This is an optimization exercise on Yosys and OpenROAD, whose aim is small area, a short achievable clock period and few clock cycles, not a production implementation. Function was checked by simulation only, so behaviour that the tests miss may differ from the original. No activity file was given, so power comes from the tool's default toggle rates.

File: flow/design.v
package pe_pkg;
  typedef logic signed [8-1:0]  opnd_t;     
  typedef logic signed [16-1:0]  prod_t;     
  typedef logic signed [32-1:0]   acc_t;      
  typedef logic signed [19-1:0]   pe_out_t;   
  typedef logic        [5-1:0] shift_t;    
  typedef struct packed {
    opnd_t   a;           
    opnd_t   b;           
    pe_out_t d;           
    logic    propagate;   
    shift_t  shift;       
  } pe_req_t;
  typedef struct packed {
    prod_t   prod_s;      
    prod_t   prod_c;      
    pe_out_t d;           
    logic    propagate;
    shift_t  shift;       
  } prod_beat_t;
  typedef struct packed {
    acc_t    drain_s;     
    acc_t    drain_c;     
    shift_t  shift;       
  } drain_beat_t;
endpackage
`timescale 1ns/10ps
module booth_mult_stage
(
  input  logic [7:0]  a,
  input  logic [7:0]  b,
  input  logic [31:0] base,
  output logic [31:0] y
);
  logic pp_0_0;
  assign pp_0_0 = a[0] & b[0];
  logic pp_0_1;
  assign pp_0_1 = a[0] & b[1];
  logic pp_0_2;
  assign pp_0_2 = a[0] & b[2];
  logic pp_0_3;
  assign pp_0_3 = a[0] & b[3];
  logic pp_0_4;
  assign pp_0_4 = a[0] & b[4];
  logic pp_0_5;
  assign pp_0_5 = a[0] & b[5];
  logic pp_0_6;
  assign pp_0_6 = a[0] & b[6];
  logic pp_0_7;
  assign pp_0_7 = ~(a[0] & b[7]);
  logic pp_1_0;
  assign pp_1_0 = a[1] & b[0];
  logic pp_1_1;
  assign pp_1_1 = a[1] & b[1];
  logic pp_1_2;
  assign pp_1_2 = a[1] & b[2];
  logic pp_1_3;
  assign pp_1_3 = a[1] & b[3];
  logic pp_1_4;
  assign pp_1_4 = a[1] & b[4];
  logic pp_1_5;
  assign pp_1_5 = a[1] & b[5];
  logic pp_1_6;
  assign pp_1_6 = a[1] & b[6];
  logic pp_1_7;
  assign pp_1_7 = ~(a[1] & b[7]);
  logic pp_2_0;
  assign pp_2_0 = a[2] & b[0];
  logic pp_2_1;
  assign pp_2_1 = a[2] & b[1];
  logic pp_2_2;
  assign pp_2_2 = a[2] & b[2];
  logic pp_2_3;
  assign pp_2_3 = a[2] & b[3];
  logic pp_2_4;
  assign pp_2_4 = a[2] & b[4];
  logic pp_2_5;
  assign pp_2_5 = a[2] & b[5];
  logic pp_2_6;
  assign pp_2_6 = a[2] & b[6];
  logic pp_2_7;
  assign pp_2_7 = ~(a[2] & b[7]);
  logic pp_3_0;
  assign pp_3_0 = a[3] & b[0];
  logic pp_3_1;
  assign pp_3_1 = a[3] & b[1];
  logic pp_3_2;
  assign pp_3_2 = a[3] & b[2];
  logic pp_3_3;
  assign pp_3_3 = a[3] & b[3];
  logic pp_3_4;
  assign pp_3_4 = a[3] & b[4];
  logic pp_3_5;
  assign pp_3_5 = a[3] & b[5];
  logic pp_3_6;
  assign pp_3_6 = a[3] & b[6];
  logic pp_3_7;
  assign pp_3_7 = ~(a[3] & b[7]);
  logic pp_4_0;
  assign pp_4_0 = a[4] & b[0];
  logic pp_4_1;
  assign pp_4_1 = a[4] & b[1];
  logic pp_4_2;
  assign pp_4_2 = a[4] & b[2];
  logic pp_4_3;
  assign pp_4_3 = a[4] & b[3];
  logic pp_4_4;
  assign pp_4_4 = a[4] & b[4];
  logic pp_4_5;
  assign pp_4_5 = a[4] & b[5];
  logic pp_4_6;
  assign pp_4_6 = a[4] & b[6];
  logic pp_4_7;
  assign pp_4_7 = ~(a[4] & b[7]);
  logic pp_5_0;
  assign pp_5_0 = a[5] & b[0];
  logic pp_5_1;
  assign pp_5_1 = a[5] & b[1];
  logic pp_5_2;
  assign pp_5_2 = a[5] & b[2];
  logic pp_5_3;
  assign pp_5_3 = a[5] & b[3];
  logic pp_5_4;
  assign pp_5_4 = a[5] & b[4];
  logic pp_5_5;
  assign pp_5_5 = a[5] & b[5];
  logic pp_5_6;
  assign pp_5_6 = a[5] & b[6];
  logic pp_5_7;
  assign pp_5_7 = ~(a[5] & b[7]);
  logic pp_6_0;
  assign pp_6_0 = a[6] & b[0];
  logic pp_6_1;
  assign pp_6_1 = a[6] & b[1];
  logic pp_6_2;
  assign pp_6_2 = a[6] & b[2];
  logic pp_6_3;
  assign pp_6_3 = a[6] & b[3];
  logic pp_6_4;
  assign pp_6_4 = a[6] & b[4];
  logic pp_6_5;
  assign pp_6_5 = a[6] & b[5];
  logic pp_6_6;
  assign pp_6_6 = a[6] & b[6];
  logic pp_6_7;
  assign pp_6_7 = ~(a[6] & b[7]);
  logic pp_7_0;
  assign pp_7_0 = ~(a[7] & b[0]);
  logic pp_7_1;
  assign pp_7_1 = ~(a[7] & b[1]);
  logic pp_7_2;
  assign pp_7_2 = ~(a[7] & b[2]);
  logic pp_7_3;
  assign pp_7_3 = ~(a[7] & b[3]);
  logic pp_7_4;
  assign pp_7_4 = ~(a[7] & b[4]);
  logic pp_7_5;
  assign pp_7_5 = ~(a[7] & b[5]);
  logic pp_7_6;
  assign pp_7_6 = ~(a[7] & b[6]);
  logic pp_7_7;
  assign pp_7_7 = a[7] & b[7];
  logic hs0;
  logic hc0;
  assign hs0 = pp_0_5 ^ pp_1_4;
  assign hc0 = pp_0_5 & pp_1_4;
  logic fs1;
  logic fc1;
  assign fs1 = pp_0_6 ^ pp_1_5 ^ pp_2_4;
  assign fc1 = (pp_0_6 & pp_1_5) | (pp_0_6 & pp_2_4) | (pp_1_5 & pp_2_4);
  logic hs2;
  logic hc2;
  assign hs2 = pp_3_3 ^ pp_4_2;
  assign hc2 = pp_3_3 & pp_4_2;
  logic fs3;
  logic fc3;
  assign fs3 = pp_0_7 ^ pp_1_6 ^ pp_2_5;
  assign fc3 = (pp_0_7 & pp_1_6) | (pp_0_7 & pp_2_5) | (pp_1_6 & pp_2_5);
  logic fs4;
  logic fc4;
  assign fs4 = pp_3_4 ^ pp_4_3 ^ pp_5_2;
  assign fc4 = (pp_3_4 & pp_4_3) | (pp_3_4 & pp_5_2) | (pp_4_3 & pp_5_2);
  logic hs5;
  logic hc5;
  assign hs5 = pp_6_1 ^ pp_7_0;
  assign hc5 = pp_6_1 & pp_7_0;
  logic fs6;
  logic fc6;
  assign fs6 = pp_1_7 ^ pp_2_6 ^ pp_3_5;
  assign fc6 = (pp_1_7 & pp_2_6) | (pp_1_7 & pp_3_5) | (pp_2_6 & pp_3_5);
  logic fs7;
  logic fc7;
  assign fs7 = pp_4_4 ^ pp_5_3 ^ pp_6_2;
  assign fc7 = (pp_4_4 & pp_5_3) | (pp_4_4 & pp_6_2) | (pp_5_3 & pp_6_2);
  logic fs8;
  logic fc8;
  assign fs8 = pp_7_1 ^ base[8] ^ 1'b1;
  assign fc8 = (pp_7_1 & base[8]) | (pp_7_1 & 1'b1) | (base[8] & 1'b1);
  logic fs9;
  logic fc9;
  assign fs9 = pp_2_7 ^ pp_3_6 ^ pp_4_5;
  assign fc9 = (pp_2_7 & pp_3_6) | (pp_2_7 & pp_4_5) | (pp_3_6 & pp_4_5);
  logic fs10;
  logic fc10;
  assign fs10 = pp_5_4 ^ pp_6_3 ^ pp_7_2;
  assign fc10 = (pp_5_4 & pp_6_3) | (pp_5_4 & pp_7_2) | (pp_6_3 & pp_7_2);
  logic fs11;
  logic fc11;
  assign fs11 = pp_3_7 ^ pp_4_6 ^ pp_5_5;
  assign fc11 = (pp_3_7 & pp_4_6) | (pp_3_7 & pp_5_5) | (pp_4_6 & pp_5_5);
  logic hs12;
  logic hc12;
  assign hs12 = pp_0_3 ^ pp_1_2;
  assign hc12 = pp_0_3 & pp_1_2;
  logic fs13;
  logic fc13;
  assign fs13 = pp_0_4 ^ pp_1_3 ^ pp_2_2;
  assign fc13 = (pp_0_4 & pp_1_3) | (pp_0_4 & pp_2_2) | (pp_1_3 & pp_2_2);
  logic hs14;
  logic hc14;
  assign hs14 = pp_3_1 ^ pp_4_0;
  assign hc14 = pp_3_1 & pp_4_0;
  logic fs15;
  logic fc15;
  assign fs15 = hs0 ^ pp_2_3 ^ pp_3_2;
  assign fc15 = (hs0 & pp_2_3) | (hs0 & pp_3_2) | (pp_2_3 & pp_3_2);
  logic fs16;
  logic fc16;
  assign fs16 = pp_4_1 ^ pp_5_0 ^ base[5];
  assign fc16 = (pp_4_1 & pp_5_0) | (pp_4_1 & base[5]) | (pp_5_0 & base[5]);
  logic fs17;
  logic fc17;
  assign fs17 = hc0 ^ fs1 ^ hs2;
  assign fc17 = (hc0 & fs1) | (hc0 & hs2) | (fs1 & hs2);
  logic fs18;
  logic fc18;
  assign fs18 = pp_5_1 ^ pp_6_0 ^ base[6];
  assign fc18 = (pp_5_1 & pp_6_0) | (pp_5_1 & base[6]) | (pp_6_0 & base[6]);
  logic fs19;
  logic fc19;
  assign fs19 = fc1 ^ hc2 ^ fs3;
  assign fc19 = (fc1 & hc2) | (fc1 & fs3) | (hc2 & fs3);
  logic fs20;
  logic fc20;
  assign fs20 = fs4 ^ hs5 ^ base[7];
  assign fc20 = (fs4 & hs5) | (fs4 & base[7]) | (hs5 & base[7]);
  logic fs21;
  logic fc21;
  assign fs21 = fc3 ^ fc4 ^ hc5;
  assign fc21 = (fc3 & fc4) | (fc3 & hc5) | (fc4 & hc5);
  logic fs22;
  logic fc22;
  assign fs22 = fs6 ^ fs7 ^ fs8;
  assign fc22 = (fs6 & fs7) | (fs6 & fs8) | (fs7 & fs8);
  logic fs23;
  logic fc23;
  assign fs23 = fc6 ^ fc7 ^ fc8;
  assign fc23 = (fc6 & fc7) | (fc6 & fc8) | (fc7 & fc8);
  logic fs24;
  logic fc24;
  assign fs24 = fs9 ^ fs10 ^ base[9];
  assign fc24 = (fs9 & fs10) | (fs9 & base[9]) | (fs10 & base[9]);
  logic fs25;
  logic fc25;
  assign fs25 = fc9 ^ fc10 ^ fs11;
  assign fc25 = (fc9 & fc10) | (fc9 & fs11) | (fc10 & fs11);
  logic fs26;
  logic fc26;
  assign fs26 = pp_6_4 ^ pp_7_3 ^ base[10];
  assign fc26 = (pp_6_4 & pp_7_3) | (pp_6_4 & base[10]) | (pp_7_3 & base[10]);
  logic fs27;
  logic fc27;
  assign fs27 = fc11 ^ pp_4_7 ^ pp_5_6;
  assign fc27 = (fc11 & pp_4_7) | (fc11 & pp_5_6) | (pp_4_7 & pp_5_6);
  logic fs28;
  logic fc28;
  assign fs28 = pp_6_5 ^ pp_7_4 ^ base[11];
  assign fc28 = (pp_6_5 & pp_7_4) | (pp_6_5 & base[11]) | (pp_7_4 & base[11]);
  logic fs29;
  logic fc29;
  assign fs29 = pp_5_7 ^ pp_6_6 ^ pp_7_5;
  assign fc29 = (pp_5_7 & pp_6_6) | (pp_5_7 & pp_7_5) | (pp_6_6 & pp_7_5);
  logic hs30;
  logic hc30;
  assign hs30 = pp_0_2 ^ pp_1_1;
  assign hc30 = pp_0_2 & pp_1_1;
  logic fs31;
  logic fc31;
  assign fs31 = hs12 ^ pp_2_1 ^ pp_3_0;
  assign fc31 = (hs12 & pp_2_1) | (hs12 & pp_3_0) | (pp_2_1 & pp_3_0);
  logic fs32;
  logic fc32;
  assign fs32 = hc12 ^ fs13 ^ hs14;
  assign fc32 = (hc12 & fs13) | (hc12 & hs14) | (fs13 & hs14);
  logic fs33;
  logic fc33;
  assign fs33 = fc13 ^ hc14 ^ fs15;
  assign fc33 = (fc13 & hc14) | (fc13 & fs15) | (hc14 & fs15);
  logic fs34;
  logic fc34;
  assign fs34 = fc15 ^ fc16 ^ fs17;
  assign fc34 = (fc15 & fc16) | (fc15 & fs17) | (fc16 & fs17);
  logic fs35;
  logic fc35;
  assign fs35 = fc17 ^ fc18 ^ fs19;
  assign fc35 = (fc17 & fc18) | (fc17 & fs19) | (fc18 & fs19);
  logic fs36;
  logic fc36;
  assign fs36 = fc19 ^ fc20 ^ fs21;
  assign fc36 = (fc19 & fc20) | (fc19 & fs21) | (fc20 & fs21);
  logic fs37;
  logic fc37;
  assign fs37 = fc21 ^ fc22 ^ fs23;
  assign fc37 = (fc21 & fc22) | (fc21 & fs23) | (fc22 & fs23);
  logic fs38;
  logic fc38;
  assign fs38 = fc23 ^ fc24 ^ fs25;
  assign fc38 = (fc23 & fc24) | (fc23 & fs25) | (fc24 & fs25);
  logic fs39;
  logic fc39;
  assign fs39 = fc25 ^ fc26 ^ fs27;
  assign fc39 = (fc25 & fc26) | (fc25 & fs27) | (fc26 & fs27);
  logic fs40;
  logic fc40;
  assign fs40 = fc27 ^ fc28 ^ fs29;
  assign fc40 = (fc27 & fc28) | (fc27 & fs29) | (fc28 & fs29);
  logic fs41;
  logic fc41;
  assign fs41 = fc29 ^ pp_6_7 ^ pp_7_6;
  assign fc41 = (fc29 & pp_6_7) | (fc29 & pp_7_6) | (pp_6_7 & pp_7_6);
  logic hs42;
  logic hc42;
  assign hs42 = pp_0_1 ^ pp_1_0;
  assign hc42 = pp_0_1 & pp_1_0;
  logic fs43;
  logic fc43;
  assign fs43 = hs30 ^ pp_2_0 ^ base[2];
  assign fc43 = (hs30 & pp_2_0) | (hs30 & base[2]) | (pp_2_0 & base[2]);
  logic fs44;
  logic fc44;
  assign fs44 = hc30 ^ fs31 ^ base[3];
  assign fc44 = (hc30 & fs31) | (hc30 & base[3]) | (fs31 & base[3]);
  logic fs45;
  logic fc45;
  assign fs45 = fc31 ^ fs32 ^ base[4];
  assign fc45 = (fc31 & fs32) | (fc31 & base[4]) | (fs32 & base[4]);
  logic fs46;
  logic fc46;
  assign fs46 = fc32 ^ fs33 ^ fs16;
  assign fc46 = (fc32 & fs33) | (fc32 & fs16) | (fs33 & fs16);
  logic fs47;
  logic fc47;
  assign fs47 = fc33 ^ fs34 ^ fs18;
  assign fc47 = (fc33 & fs34) | (fc33 & fs18) | (fs34 & fs18);
  logic fs48;
  logic fc48;
  assign fs48 = fc34 ^ fs35 ^ fs20;
  assign fc48 = (fc34 & fs35) | (fc34 & fs20) | (fs35 & fs20);
  logic fs49;
  logic fc49;
  assign fs49 = fc35 ^ fs36 ^ fs22;
  assign fc49 = (fc35 & fs36) | (fc35 & fs22) | (fs36 & fs22);
  logic fs50;
  logic fc50;
  assign fs50 = fc36 ^ fs37 ^ fs24;
  assign fc50 = (fc36 & fs37) | (fc36 & fs24) | (fs37 & fs24);
  logic fs51;
  logic fc51;
  assign fs51 = fc37 ^ fs38 ^ fs26;
  assign fc51 = (fc37 & fs38) | (fc37 & fs26) | (fs38 & fs26);
  logic fs52;
  logic fc52;
  assign fs52 = fc38 ^ fs39 ^ fs28;
  assign fc52 = (fc38 & fs39) | (fc38 & fs28) | (fs39 & fs28);
  logic fs53;
  logic fc53;
  assign fs53 = fc39 ^ fs40 ^ base[12];
  assign fc53 = (fc39 & fs40) | (fc39 & base[12]) | (fs40 & base[12]);
  logic fs54;
  logic fc54;
  assign fs54 = fc40 ^ fs41 ^ base[13];
  assign fc54 = (fc40 & fs41) | (fc40 & base[13]) | (fs41 & base[13]);
  logic fs55;
  logic fc55;
  assign fs55 = fc41 ^ pp_7_7 ^ base[14];
  assign fc55 = (fc41 & pp_7_7) | (fc41 & base[14]) | (pp_7_7 & base[14]);
  logic hs56;
  logic hc56;
  assign hs56 = base[15] ^ 1'b1;
  assign hc56 = base[15] & 1'b1;
  logic [15:0] r0, r1;
  logic [16:0] lo;
  assign r0 = {fc55, fc54, fc53, fc52, fc51, fc50, fc49, fc48, fc47, fc46, fc45, fc44, fc43, hc42, hs42, pp_0_0};
  assign r1 = {hs56, fs55, fs54, fs53, fs52, fs51, fs50, fs49, fs48, fs47, fs46, fs45, fs44, fs43, base[1], base[0]};
  assign lo = {1'b0, r0} + {1'b0, r1};
  logic [1:0] kc;
  assign kc = {hc56, lo[16]};
  logic k0, k2;
  assign k0 = (kc == '0);
  always_comb begin
    k2 = 1'b0;
    for (int i = 0; i < 2; i++)
      for (int j = i + 1; j < 2; j++)
        k2 = k2 | (kc[i] & kc[j]);
  end
  logic [15:0] all1, all0, hi;
  always_comb begin
    all1[0] = 1'b1;
    all0[0] = 1'b1;
    for (int i = 1; i < 16; i++) begin
      all1[i] = all1[i-1] & base[16+i-1];
      all0[i] = all0[i-1] & ~base[16+i-1];
    end
    for (int i = 0; i < 16; i++)
      hi[i] = base[16+i] ^ ((k2 & all1[i]) | (k0 & all0[i]));
  end
  assign y = {hi, lo[15:0]};
endmodule
`timescale 1ns/10ps
module round_sat_stage
(
  input  logic signed [31:0] x,
  input  logic [4:0]         shift,
  output logic [18:0]        y,        
  output logic               up        
);
  logic [32:0] x0;
  logic [34:0] t16;
  logic [26:0] t8;
  logic [22:0] t4;
  logic [20:0] t2;
  logic [19:0] t1;
  logic        sticky;
  logic [13:0] above;      
  logic        hi_ok;      
  logic        rnd;
  logic [18:0] q;
  always_comb begin
    x0 = {x, 1'b0};
    for (int i = 0; i < 35; i++)
      t16[i] = shift[4] ? ((i + 16 < 33) ? x0[i+16] : x[31]) : ((i < 33) ? x0[i] : x[31]);
    for (int i = 0; i < 27; i++) t8[i] = shift[3] ? t16[i+8] : t16[i];
    for (int i = 0; i < 23; i++) t4[i] = shift[2] ? t8[i+4]  : t8[i];
    for (int i = 0; i < 21; i++) t2[i] = shift[1] ? t4[i+2]  : t4[i];
    for (int i = 0; i < 20; i++) t1[i] = shift[0] ? t2[i+1]  : t2[i];
    q = t1[19:1];
    sticky = (shift[4] && (|x0[15:0])) || (shift[3] && (|t16[7:0])) ||
             (shift[2] && (|t8[3:0]))  || (shift[1] && (|t4[1:0])) ||
             (shift[0] && t2[0]);
    above[13] = 1'b0;
    for (int k = 12; k >= 0; k--) above[k] = above[k+1] | (x[18+k] ^ x[31]);
    hi_ok = (shift >= 5'd14) ? 1'b1 : !above[shift[3:0]];
    rnd = t1[0] && (sticky || t1[1]);
    if (!hi_ok) begin
      y  = x[31] ? 19'h40000 : 19'h3ffff;
      up = 1'b0;
    end else begin
      y  = q;
      up = rnd && (q != 19'h3ffff);
    end
  end
endmodule
`timescale 1ns/10ps
module pe_top
(
  input  logic    CLK,
  input  logic    rst_n,
  input  logic    req_valid,
  output logic    req_ready,
  input  pe_pkg::opnd_t   req_a,
  input  pe_pkg::opnd_t   req_b,
  input  pe_pkg::pe_out_t req_d,
  input  logic    req_propagate,
  input  pe_pkg::shift_t  req_shift,
  output logic    res_valid,
  input  logic    res_ready,
  output pe_pkg::pe_out_t res
);
  logic        v0;
  logic [7:0]  a0, b0;
  logic [18:0] d0;
  logic        f0;           
  logic [4:0]  s0;
  logic        last_prop;
  logic [31:0] acc;
  logic [18:0] pre;
  logic [18:0] res_q;        
  logic        up_q;
  logic        slot;         
  logic        adv;          
  logic [31:0] base;
  logic [31:0] sum;
  logic [18:0] rs_y;
  logic        rs_up;
  assign slot      = !res_valid || res_ready;
  assign adv       = v0 && slot;
  assign req_ready = !v0 || slot;
  always_ff @(posedge CLK or negedge rst_n) begin
    if (!rst_n) begin
      v0        <= 1'b0;
      last_prop <= 1'b0;
    end else if (req_ready) begin
      v0 <= req_valid;
      if (req_valid) last_prop <= req_propagate;
    end
  end
  always_ff @(posedge CLK) begin
    if (req_ready) begin
      a0 <= req_a;
      b0 <= req_b;
      d0 <= req_d;
      f0 <= req_propagate ^ last_prop;
      s0 <= req_shift;
    end
  end
  assign base = f0 ? {{13{pre[18]}}, pre} : acc;
  booth_mult_stage mac_i (
    .a    (a0),
    .b    (b0),
    .base (base),
    .y    (sum)
  );
  round_sat_stage round_i (
    .x     (acc),
    .shift (s0),
    .y     (rs_y),
    .up    (rs_up)
  );
  always_ff @(posedge CLK or negedge rst_n) begin
    if (!rst_n) begin
      acc       <= '0;
      pre       <= '0;
      res_valid <= 1'b0;
    end else begin
      if (slot) res_valid <= v0;
      if (adv) begin
        acc <= sum;
        pre <= d0;
      end
    end
  end
  always_ff @(posedge CLK) begin
    if (slot) begin
      res_q <= f0 ? rs_y : pre;
      up_q  <= f0 && rs_up;
    end
  end
  assign res = res_q + 19'(up_q);
endmodule
File: flow/run.sh
#!/bin/bash
# synth_recipe.tcl (not shown) runs the flow's synth.tcl, then flattens the netlist and writes it again
# the make line also repeats each setting of config.mk as NAME=value (left out here)
make -C /OpenROAD-flow-scripts/flow DESIGN_CONFIG=/design/flow/config.mk WORK_HOME=/design/flow/orfs CLKGATE_MAP_FILE= SYNTH_SCRIPT=/design/flow/synth_recipe.tcl finish
File: flow/config.mk
export PLATFORM = sky130hd
export DESIGN_NAME = pe_top
export DESIGN_NICKNAME = pe_top
export VERILOG_FILES = /design/flow/design.v
export SDC_FILE = /design/flow/constraint.sdc
export NUM_CORES = 4
export LEC_CHECK = 0
export CAP_MARGIN = 20
export CORE_MARGIN = 2
export CORE_UTILIZATION = 40
export SLEW_MARGIN = 20
File: flow/constraint.sdc
create_clock -name core_clock -period 7.0 [get_ports {CLK}]
set_input_delay 1.4000 -clock core_clock [delete_from_list [all_inputs] [get_ports {CLK}]]
set_output_delay 1.4000 -clock core_clock [all_outputs]
set_load 0.01 [all_outputs]
==> results.json, run 1 <==
{
  "fin_nets": 1170,
  "dp_hpwl_mm": 18.82,
  "crit_path_end": "acc[22]$_DFFE_PN0P_",
  "fill_cells": 2271,
  "ys_warn_count": 3,
  "r2r-end": "acc[22]$_DFFE_PN0P_",
  "cts-htree-levels": 4,
  "critPathMostFrequentCell": "inv_1",
  "globalplace.congestion": 0.8575,
  "fin_crit_ns": 6.184,
  "clockBufferDepth": 2,
  "hold_depth": 2,
  "cts-root-buf": "clkbuf_16",
  "diodes": 0,
  "dieArea_mm2": 0.02577,
  "final_util": 0.4635,
  "whs_ns": 0.4386,
  "synth_top_area_cell": "edfxtp_1",
  "p_sw_frac": 0.4552,
  "maxSlewViolCount": 0,
  "synth_top_flop_cell": "edfxtp_1",
  "fin_crit_sh": 0.8834,
  "initial_core_util": 0.4054,
  "max-vdd-ir-drop_mv": 0.2414,
  "synth_cell_type_count": 82,
  "die_w_um": 160.5,
  "reg2reg_depth": 22,
  "dr.first_iter.drc_count": 454,
  "power.share.clock": 0.173,
  "wl_per_cell_um": 18.50,
  "rsz0062_at_grt": "false",
  "cp.arrival_ns": 6.47,
  "drt_first_pass_iters": 5,
  "synth_edf_count": 61,
  "synthTopCellsByArea": "edfxtp_1 (19%), dfrtp_1 (14%), fa_1 (10%)",
  "grt_max_degree": 56,
  "numClockSinks": 115,
  "avgSynthCellArea_um2": 9.705,
  "io_buffers": 65,
  "viasPerCell": 5.447,
  "path_cells": "and2_1 > fa_1 > inv_1 > fa_1 > inv_1 > fa_1 > inv_1 > fa_1 > inv_1 > ha_1 > a2111oi_0 > o211ai_1 > a41o_1 > a31o_2 > inv_1 > ha_1 > o21a_1 > nand3_1 > nand2_1 > xor2_1 > nor3_2 > nor2_1",
  "io_pins": 66,
  "fmax_mhz": 161.7,
  "synth_top_area_share": 0.1869,
  "worstPathRequired_ns": 7.28,
  "syn_area_mm2": 0.009802,
  "status": "complete, no violations",
  "antenna_found_initial": 0,
  "worstMarginPinSlew_ns": 1.074,
  "finClkSkew_ns": 0.01288,
  "power.switching_w": 0.002230,
  "setup-violations-final": 0,
  "grt_pass1_vias": 7503,
  "hp-class": "flop to flop",
  "power_frac_seq": 0.260,
  "ys_seq_elements": 115,
  "r2r_slack_ns": 0.82,
  "clk_pin_slew_ns": 0.06,
  "finalWirelength_mm": 25.61,
  "cp-startpoint": "a0[0]$_DFFE_PN_",
  "core-area_mm2": 0.02418,
  "synthArstFlopShare": 0.4696,
  "slowest_delay_ns": 0.61,
  "intPower_w": 0.002669,
  "place_area_mm2": 0.01064,
  "rows": 57,
  "path_max_fanout": 10,
  "ys_seq_area_frac": 0.3247,
  "cellPowerDensity_mw_per_mm2": 437.2,
  "path_class": "flop to flop",
  "cts_buffers": 17,
  "maxCapViolations": 0,
  "drive_gt1_frac": 0.1019,
  "setup_tns_ns": 0,
  "areaGrowthSynthToFinish_pct": 14.32,
  "grt_pass1_wl_mm": 41.43,
  "antenna_left": 0,
  "syn_inst": 1010,
  "cts_resized": 0,
  "design_area_mm2": 0.01121,
  "cts_tree": "yes",
  "crit_path_end_kind": "flop",
  "insertion_delay_ns": 0.43,
  "leakage_nw": 4.818,
  "total_power_w": 0.004899,
  "drc": 0,
  "combPwrFrac": 0.567,
  "num_vias": 7539,
  "finalHoldViolCount": 0,
  "cts_hold_buf": 0,
  "post_cts_buffers": 0,
  "postSynthNetCount": 1133,
  "cp-start-kind": "flop",
  "grtUsageTotal": 0.2052,
  "cp_slowest_cell": "a2111oi_0",
  "die_y_um": 160.5,
  "grt-ovfl-total": 0,
  "r2r_start": "a0[0]$_DFFE_PN_",
  "relSlewSlack": 0.2841
}
power by group through the flow:
stage	logic, W	registers [W]	clock network, W
after floorplan	0.00224	0.00103	0
after CTS	0.00278	0.00126	0.000860
after global placement	0.00272	0.00127	0
after global routing	0.00312	0.00130	0.000886
final	0.00278	0.00127	0.000848
after detailed placement	0.00277	0.00128	0
cell families after synthesis:
family,share of synthesized area
compound gates,0.1214
xor+xnor,0.03217
fa+ha+maj,0.1371
buf+inv,0.06918
flops,0.3247
mux,0.1491
simple gates,0.1663
cell usage in the layout, fill, tap and decap left out, types with 7 or more instances in the layout:
cell	count
nand2_1	168
inv_1	94
clkdlybuf4s50_1	64
edfxtp_1	61
dfrtp_1	54
nor2_1	49
fa_1	49
mux2i_1	44
o21ai_0	44
and2_1	42
mux2_2	34
a21oi_1	34
ha_1	29
xnor2_1	21
clkbuf_16	18
nand3_1	16
xor2_1	15
o22ai_1	14
mux4_1	14
nor3_1	13
mux4_2	12
buf_4	12
or3_1	10
and3_1	9
o211ai_1	8
nand2b_1	8
nand4_1	8
a211oi_1	8
inv_6	8
a21o_1	7
stage by stage:
step                instances  setup WS, ns
detailed placement       1352        0.8009
floorplan                1010         1.013
finish                   1384        0.8160
global route             1384        0.2677
global placement         1352        0.8966
CTS                      1384        0.7971
synthesized netlist by cell type (9+ instances only):
cell and count:
a21oi_1 34, and2_1 42, and3_1 9, buf_2 13, clkbuf_1 31, dfrtp_1 54, edfxtp_1 61, fa_1 49
ha_1 29, inv_1 94, mux2_2 34, mux2i_1 44, mux4_1 14, mux4_2 12, nand2_1 168, nand3_1 16
nor2_1 49, nor3_1 13, o21ai_0 44, o22ai_1 14, or3_1 10, xnor2_1 21, xor2_1 15
layer usage:
layer / GRT usage / vias up / share of wire
li1: - / 3634 / -
met2: 0.3350 / 205 / 0.48
met4: 0.06143 / 0 / 0.022
met5: 0 / - / 0
met1: 0.2797 / 3668 / 0.46
met3: 0.03719 / 32 / 0.042
area by class of cell:
class                           count  area (um2)  area share
Clock buffer                       18       450.4     0.04020
Clock inverter                     14       112.6     0.01005
Inverter                           96       360.3     0.03216
Multi-Input combinational cell    740        5958      0.5317
Sequential cell                   115        3183      0.2841
Tap cell                          324       405.4     0.03618
Timing Repair Buffer               77       735.7     0.06565
critical path: cells and delay by family, from the launching register on:
family                   cells  cell delay (ns)
flip-flops                   1             0.48
adder cells (fa/ha/maj)      6             2.34
XOR/XNOR                     1             0.10
buffers and inverters        5             0.27
AND/OR/NAND/NOR              5             1.18
AO/OA/AOI/OAI                5             1.66
worst min path at each step:
| stage | startpoint | endpoint | slack (ns) |
|---|---|---|---|
| after global placement | d0[5]$_DFFE_PN_ | pre[5]$_DFFE_PN0P_ | 0.42 |
| after global routing | d0[14]$_DFFE_PN_ | pre[14]$_DFFE_PN0P_ | 0.46 |
| after floorplan | d0[0]$_DFFE_PN_ | pre[0]$_DFFE_PN0P_ | 0.41 |
| after CTS | d0[12]$_DFFE_PN_ | pre[12]$_DFFE_PN0P_ | 0.44 |
| final | d0[12]$_DFFE_PN_ | pre[12]$_DFFE_PN0P_ | 0.44 |
| after detailed placement | d0[10]$_DFFE_PN_ | pre[10]$_DFFE_PN0P_ | 0.43 |
flip-flops by register name (all words and copies together), names as in the netlist, 5 cells and up:
register and count:
d0 19, acc 32, b0 8, pre 19, s0 5, a0 8, res_q 19
Testbench counts, summed over its fixed seeds: cycles 12,016.
==> run 2, diff against run 1 <==
--- a/flow/config.mk
+++ b/flow/config.mk
@@ -6,6 +6,8 @@
 export NUM_CORES = 4
 export LEC_CHECK = 0
+export ABC_CLOCK_PERIOD_IN_PS = 3500
 export CAP_MARGIN = 20
 export CORE_MARGIN = 2
 export CORE_UTILIZATION = 40
+export SETUP_SLACK_MARGIN = 3.6
 export SLEW_MARGIN = 20
==> results.json, run 2 <==
{
  "mostFrequentLayoutCell": "nand2_1",
  "worstMarginPinSlew_ns": 0.7621,
  "cp_slowest_cell": "fa_1",
  "rows": 57,
  "maxSlewViolCount": 0,
  "cts_hold_buf": 0,
  "diodes": 0,
  "ys_seq_area_frac": 0.3247,
  "antenna_found_initial": 0,
  "grtUsageTotal": 0.2107,
  "maxCapViolations": 0,
  "grt_pass1_vias": 7867,
  "synthArstFlopShare": 0.4696,
  "path_max_fanout": 5,
  "path_class": "flop to flop",
  "drt_first_pass_iters": 4,
  "synth_top_cells_by_count": "nand2_1 (168), inv_1 (94), edfxtp_1 (61), dfrtp_1 (54)",
  "hp-class": "flop to flop",
  "setup-violations-final": 0,
  "synth_top_flop_cell": "edfxtp_1",
  "synth_cell_type_count": 82,
  "dp_hpwl_mm": 18.69,
  "post-synth-top-count-cell": "nand2_1",
  "cp.arrival_ns": 5.69,
  "setup_tns_ns": 0,
  "fmax_mhz": 185.2,
  "areaGrowthSynthToFinish_pct": 23.83,
  "grt_max_degree": 56,
  "num_vias": 7989,
  "path_cells": "and2_4 > fa_1 > inv_1 > fa_1 > inv_1 > fa_1 > inv_1 > fa_1 > inv_2 > ha_4 > o21ai_4 > a21boi_2 > nand3_1 > o211ai_1 > a41o_1 > a31o_4 > ha_4 > a21boi_4 > nand4_1 > nand2_4 > xor2_4 > nor3_4 > buf_6 > a211oi_2",
  "fin_crit_sh": 0.7714,
  "postSynthNetCount": 1133,
  "whs_ns": 0.4386,
  "path_buf_inv": 5,
  "rsz0062_at_grt": "true",
  "fin_crit_ns": 5.400,
  "die_y_um": 160.5,
  "fin_nets": 1233,
  "largest_reg_flops": 32,
  "clk_pin_slew_ns": 0.06,
  "syn_area_mm2": 0.009802,
  "grt-ovfl-total": 0,
  "viasPerCell": 5.521,
  "die_w_um": 160.5,
  "status": "complete, no violations",
  "grt_pass1_wl_mm": 42.46,
  "finClkSkew_ns": 0.01207,
  "final_cell_mix": "nand2_1 (166), inv_1 (88), buf_4 (63)",
  "synth_edf_count": 61,
  "finalHoldViolCount": 0,
  "crit_path_end_kind": "flop",
  "cellPowerDensity_mw_per_mm2": 481.5,
  "max-vdd-ir-drop_mv": 0.2671,
  "leakage_nw": 5.213,
  "antenna_left": 0,
  "insertion_delay_ns": 0.43,
  "dr.first_iter.drc_count": 442,
  "cts-htree-levels": 4,
  "core-area_mm2": 0.02418,
  "synth_top_area_share": 0.1869,
  "regMostFlops": "acc",
  "cts_tree": "yes",
  "ys_seq_elements": 115,
  "drc": 0,
  "globalplace.congestion": 0.8449,
  "syn_inst": 1010,
  "drive_gt1_frac": 0.2164,
  "slowest_delay_ns": 0.52,
  "wl_per_cell_um": 18.70,
  "finalWirelength_mm": 27.05,
  "ys_warn_count": 3,
  "worstPathRequired_ns": 7.29,
  "numClockSinks": 115,
  "relSlewSlack": 0.4914,
  "cts_buffers": 17,
  "io_pins": 66,
  "critPathMostFrequentCell": "fa_1",
  "synth_top_area_cell": "edfxtp_1",
  "synthTopCellsByArea": "edfxtp_1 (19%), dfrtp_1 (14%), fa_1 (10%)",
  "cp-start-kind": "flop",
  "avgSynthCellArea_um2": 9.705,
  "cts-root-buf": "clkbuf_16",
  "clockBufferDepth": 2,
  "cp_top_family": "adder cells",
  "io_buffers": 65,
  "dieArea_mm2": 0.02577,
  "initial_core_util": 0.4054
}
run 2: cell counts after synthesis:
Identical to the previous run, type by type.
run 2: per-stage QoR:
step,total power (W),worst slack (ns),util,instances,cell area (um2)
5_1_grt,0.006277,1.386,0.5020,1447,12140
3_5_place_dp,0.004185,1.438,0.4448,1351,10750
2_1_floorplan,0.003412,1.881,-,1010,9936
6_report,0.005845,1.600,0.5020,1447,12140
3_3_place_gp,0.004141,1.502,0.4448,1351,10750
4_1_cts,0.005552,1.725,0.4922,1429,11900
run 2: tightest hold or removal path: cells and delay by family, from the launching register on:
kind | cells | cell delay (ns)
DFF | 1 | 0.32
and+or+nand+nor | 2 | 0.08
run 2: report_power, final:
group	switching, W	internal [W]	total, W
Sequential	0.000359	0.000910	0.00127
Clock	0.000359	0.000534	0.000893
Combinational	0.00184	0.00184	0.00368
run 2: cell type report:
| type | instances | area (um2) |
|---|---|---|
| well taps | 324 | 405.4 |
| fillers | 2220 | 12040 |
| flip-flops and latches | 115 | 3183 |
| inverters | 96 | 364.1 |
| clock inverters | 15 | 170.2 |
| repair buffers | 138 | 1185 |
| clock buffers | 17 | 425.4 |
| repair inverters | 1 | 5.005 |
| multi-input cells | 741 | 6400 |
run 2: timing repair:
action                                  4_1_cts  5_1_grt
buffers inserted                             44       18
pin swaps                                    27       20
cloned                                        2        0
hold endpoints to repair                      0        0
endpoints found under the setup margin       63       41
gates resized for setup                      75       43
run 2: final timing paths:
kind,start,to,slack (ns),cells after the start
setup reg to reg,a0[0]$_DFFE_PN_,acc[25]$_DFFE_PN0P_,1.60,24
hold reg to reg,d0[7]$_DFFE_PN_,pre[7]$_DFFE_PN0P_,0.44,2
setup / recovery,a0[0]$_DFFE_PN_,acc[25]$_DFFE_PN0P_,1.60,24
min in group asynchronous,rst_n,res_valid$_DFFE_PN0P_,1.10,2
hold / removal,d0[7]$_DFFE_PN_,pre[7]$_DFFE_PN0P_,0.44,2
max in group asynchronous,rst_n,pre[15]$_DFFE_PN0P_,5.40,2
run 2: cell families after synthesis:
logic type | synth area share
and+or+nand+nor | 0.1663
AOI/OAI and AO/OA | 0.1214
buffers and inverters | 0.06918
DFF | 0.3247
muxes | 0.1491
adders and majority gates | 0.1371
xor gates and xnor gates | 0.03217
run 2: per-layer routing:
layer  vias to the layer above  track usage  wire [um]
met5                         -            0          0
met4                         0      0.07658        739
met3                        48      0.03900       1284
met2                       248       0.3511      13300
met1                      3916       0.2754      11740
li1                       3777            -          -

[afterwards: timing with drivers on the ports]
How much do the figures lean on ideal ports? The routed layouts below were timed once more, with nothing changed but the port constraints.
Step 1 (the two cells are an assumption about what drives the block):
set clk [get_ports {CLK}]
set_driving_cell -lib_cell sky130_fd_sc_hd__clkbuf_16 $clk
set_driving_cell -lib_cell sky130_fd_sc_hd__buf_2 [delete_from_list [all_inputs] $clk]
Step 2 also shifts input and output timing later by t, the mid clock arrival at the registers, as if the neighbouring blocks saw the same clock.
Slacks: ideal / step 1 / step 2; pairs: ideal / step 1.
| run | shift t [ns] | slack for setup (ns) | worst setup path after step 2 | slew at the worst register clock pin (ns) | worst data-port slew with drivers (ns) |
|---|---|---|---|---|---|
| run 1 | 0.472 | 0.816 / 0.816 / 0.816 | register to register | 0.07 / 0.07 | 0.04 |
| run 2 | 0.468 | 1.600 / 1.600 / 1.600 | register to register | 0.06 / 0.06 | 0.04 |
After both steps every run listed still meets setup and hold.
